Background: an optimization exercise with open tools, aiming at small area, a short achievable clock period and few clock cycles per item. Do not read the settings as production practice. The RTL was checked by simulation tests, not by an equivalence proof against the original design. No activity file was given, so power comes from the tool's default toggle rates.

Design ekf_slam_core, start of the top module:
module ekf_slam_core (
  input  logic          clk,
  input  logic          sys_rst,
  input  logic          i_stage_valid,
  input  logic [76:0]   i_stage_cmd,
  input  logic [31:0]   i_plb_dout,
  input  logic          i_nl_done,
  input  logic [191:0]  i_nl_result,
  output logic          o_stage_ready,
  output logic          o_plb_en,
  output logic          o_plb_we,
  output logic [31:0]   o_plb_addr,
  output logic [31:0]   o_plb_din,
  output logic          o_nl_init,
  output logic [2:0]    o_nl_stage,
  output logic [159:0]  o_nl_operand
);
  logic [2:0]  in_stage;
  logic [9:0]  in_lk;
  logic [31:0] in_rk, in_phi;
  assign in_stage = i_stage_cmd[76:74];
  assign in_lk    = i_stage_cmd[73:64];
  assign in_rk    = i_stage_cmd[63:32];
  assign in_phi   = i_stage_cmd[31:0];
  logic in_prd, in_new, in_upd, in_legal;
  assign in_prd   = (in_stage == 3'd1);
  assign in_new   = (in_stage == 3'd2);
  assign in_upd   = (in_stage == 3'd3);
  assign in_legal = in_prd | in_new | in_upd;
  logic [31:0] r0, r1, r2, r3;
  assign r0 = i_nl_result[191:160];
  assign r1 = i_nl_result[159:128];
  assign r2 = i_nl_result[127:96];
  assign r3 = i_nl_result[95:64];
  logic        nl_busy;
  logic        c_prd, c_new, c_upd;
  logic [9:0]  c_lk;
  logic [31:0] c_rk, c_phi;
  logic [31:0] px, py, pt;
  logic        pv;
  logic [1:0]  pp;
  logic [31:0] lx, ly;
  logic [9:0]  tag;
  logic        lxv, lyv;
  logic        lw_q;
  logic        rq_x, rq_y, rq_t, rq_lx, rq_ly;
  logic [1:0]  pw;
  logic [1:0]  ww;
  logic        w_upd;
  logic [9:0]  w_lk;
  logic busy_prd, busy_nu, m_done, all_done, idle;
  ...
Size in the first run: roughly 1900 cells after synthesis, ~270 flip-flops, roughly 540 I/O pins, roughly 19000 sq um of cells after synthesis.
clock: 5.0 ns
lec_check: 0
cap_margin: 20
core_margin: 2
core_utilization: 40
setup_slack_margin: 1.5
slew_margin: 20
standard.sh (not shown) runs the stock make flow with config.mk's settings and CLKGATE_MAP_FILE= SYNTH_SCRIPT=/design/flow/synth_recipe.tcl, a recipe that flattens the netlist after the stock synthesis.
==> flow/flow/run.sh <==
#!/bin/bash
# Standard layout, with plain buffers (buf_1) on the ports in place of the
# delay buffers buffer_ports picks by default.
set -euo pipefail
export BUFFER_PORTS_ARGS="-buffer_cell sky130_fd_sc_hd__buf_1"
bash standard.sh > standard.log 2>&1
The starting point went through all stages and came out clean.
Testbench counts at the start, summed over its fixed seeds: cycles 11,126, commands 1,920.
Edit:
CTS_BUF_LIST = sky130_fd_sc_hd__clkbuf_4 sky130_fd_sc_hd__clkbuf_8   (was default)
What happened: Die area does not change; design area rises by 2.6%; worst setup slack is worse by 0.060 ns.
Edit:
CTS_BUF_LIST = default   (was sky130_fd_sc_hd__clkbuf_4 sky130_fd_sc_hd__clkbuf_8)
SETUP_SLACK_MARGIN = 2.0   (was 1.5)
=> Maximum frequency goes up by a few percent; cell area goes up by a little under a tenth; setup slack gains 0.092 ns; first-iteration DRC count goes up slightly; sequential power is about the same; sequential cell count is unchanged; total power goes up by a few percent; synthesized area stays the same; global-route usage goes up by 1.4 points.

========
== run 1 ==
Another version of the RTL of ekf_slam_core (not shown whole).
Size in the first run: about 2,000 cells after synthesis, ~280 flip-flops, about 540 I/O pins, ~0.019 mm2 of cells after synthesis.
==> flow/config.mk <==
export PLATFORM = sky130hd
export DESIGN_NAME = ekf_slam_core
export DESIGN_NICKNAME = ekf_slam_core
export VERILOG_FILES = /design/flow/design.v
export SDC_FILE = /design/flow/constraint.sdc
export NUM_CORES = 4
export LEC_CHECK = 0
export CAP_MARGIN = 20
export CORE_MARGIN = 2
export CORE_UTILIZATION = 40
export SETUP_SLACK_MARGIN = 1.2
export SLEW_MARGIN = 20
export SYNTH_HIERARCHICAL = 1
export TNS_END_PERCENT = 5
==> flow/constraint.sdc <==
create_clock -name core_clock -period 5.0 [get_ports {clk}]
set_input_delay 1.0000 -clock core_clock [delete_from_list [all_inputs] [get_ports {clk}]]
set_output_delay 1.0000 -clock core_clock [all_outputs]
set_load 0.01 [all_outputs]
Scripts as last shown in full above: flow/flow/run.sh
Testbench counts of run 1, summed over its fixed seeds: cycles 11,126, commands 1,920.
> inputs changed (run 1 -> run 2)
--- a/flow/config.mk
+++ b/flow/config.mk
@@ -10 +10 @@
-export CORE_UTILIZATION = 40
+export CORE_UTILIZATION = 55
@@ -14 +13,0 @@
-export TNS_END_PERCENT = 5
--- outcome ---
Run comparison: run 2 cell with the largest stage delay on the worst path sky130_fd_sc_hd__edfxtp_1; run 1 cell with the largest stage delay on the worst path sky130_fd_sc_hd__or4_4. Summary of run 2 over run 1: total leakage power picked up an extra 0.44%; count of inserted antenna diode cells neither gained nor lost much; design internal power picked up an extra about 4.3%; via count of the first global-routing pass lost 2.0%; weighted congestion reported at the end of routability-driven placement picked up an extra about 3.7%. The area growth from synthesis to layout of run 2 falls short of that of run 1 by 0.15 points. Between run 1 and run 2, the total area of sequential cells figures differ only marginally.
[inputs] run 3 vs run 2
--- a/flow/config.mk
+++ b/flow/config.mk
@@ -10 +10 @@
-export CORE_UTILIZATION = 55
+export CORE_UTILIZATION = 40
@@ -13 +12,0 @@
-export SYNTH_HIERARCHICAL = 1
[summary]
Of run 3 and run 2, it is run 3 that has the higher signal arrival time at the worst endpoint.
Between run 2 and run 3, the final area does not differ in any meaningful way.
Routed wire in run 3 totals more than in run 2.
Length of routed met3 wiring (higher): run 2
Here is what was changed in the inputs of run 4 compared with run 3.
--- a/flow/config.mk
+++ b/flow/config.mk
@@ -12,0 +13 @@
+export SYNTH_HIERARCHICAL = 1
Notes after the runs:
Looking at run 3 and run 4, the power in sequential cells is a wash. Run 4 leaves more setup margin than run 3. | cell area | run 4 vs run 3 | ≈ equal |.

[afterwards: timing with drivers on the ports]
In the flow no input, the clock included, has a driving cell. The finished layouts below were timed again as built, in two steps.
Step 1 assumes that a clkbuf_16 drives the clock port and a buf_2 every other input.
Step 2, shift: input delay + t, output delay - t, t = (earliest + latest rising clock arrival at the registers) / 2. This alone moves slack from input paths to output paths.
a / b / c = no drivers / after step 1 / after step 2; a / b = the first two.
run | t, ns | setup slack, ns | worst register clock-pin slew, ns
the first run of note 1 | 0.597 | 1.292 / 1.240 / 0.982 | 0.06 / 0.06
the second run of note 1 | 0.685 | 1.232 / 1.182 / 0.944 | 0.07 / 0.07
the third run of note 1 | 0.604 | 1.324 / 1.324 / 1.052 | 0.06 / 0.06
run 1 | 0.597 | 1.193 / 1.137 / 0.817 | 0.06 / 0.06
run 2 | 0.643 | 1.238 / 1.182 / 0.857 | 0.07 / 0.07
run 3 | 0.603 | 0.992 / 0.979 / 0.631 | 0.06 / 0.06
run 4 | 0.599 | 1.185 / 1.128 / 0.836 | 0.06 / 0.06
After both steps setup and hold are still met in every run listed. For run 2, which loses most, drivers alone change the setup slack by -0.056 ns; drivers and shift together by -0.381 ns.
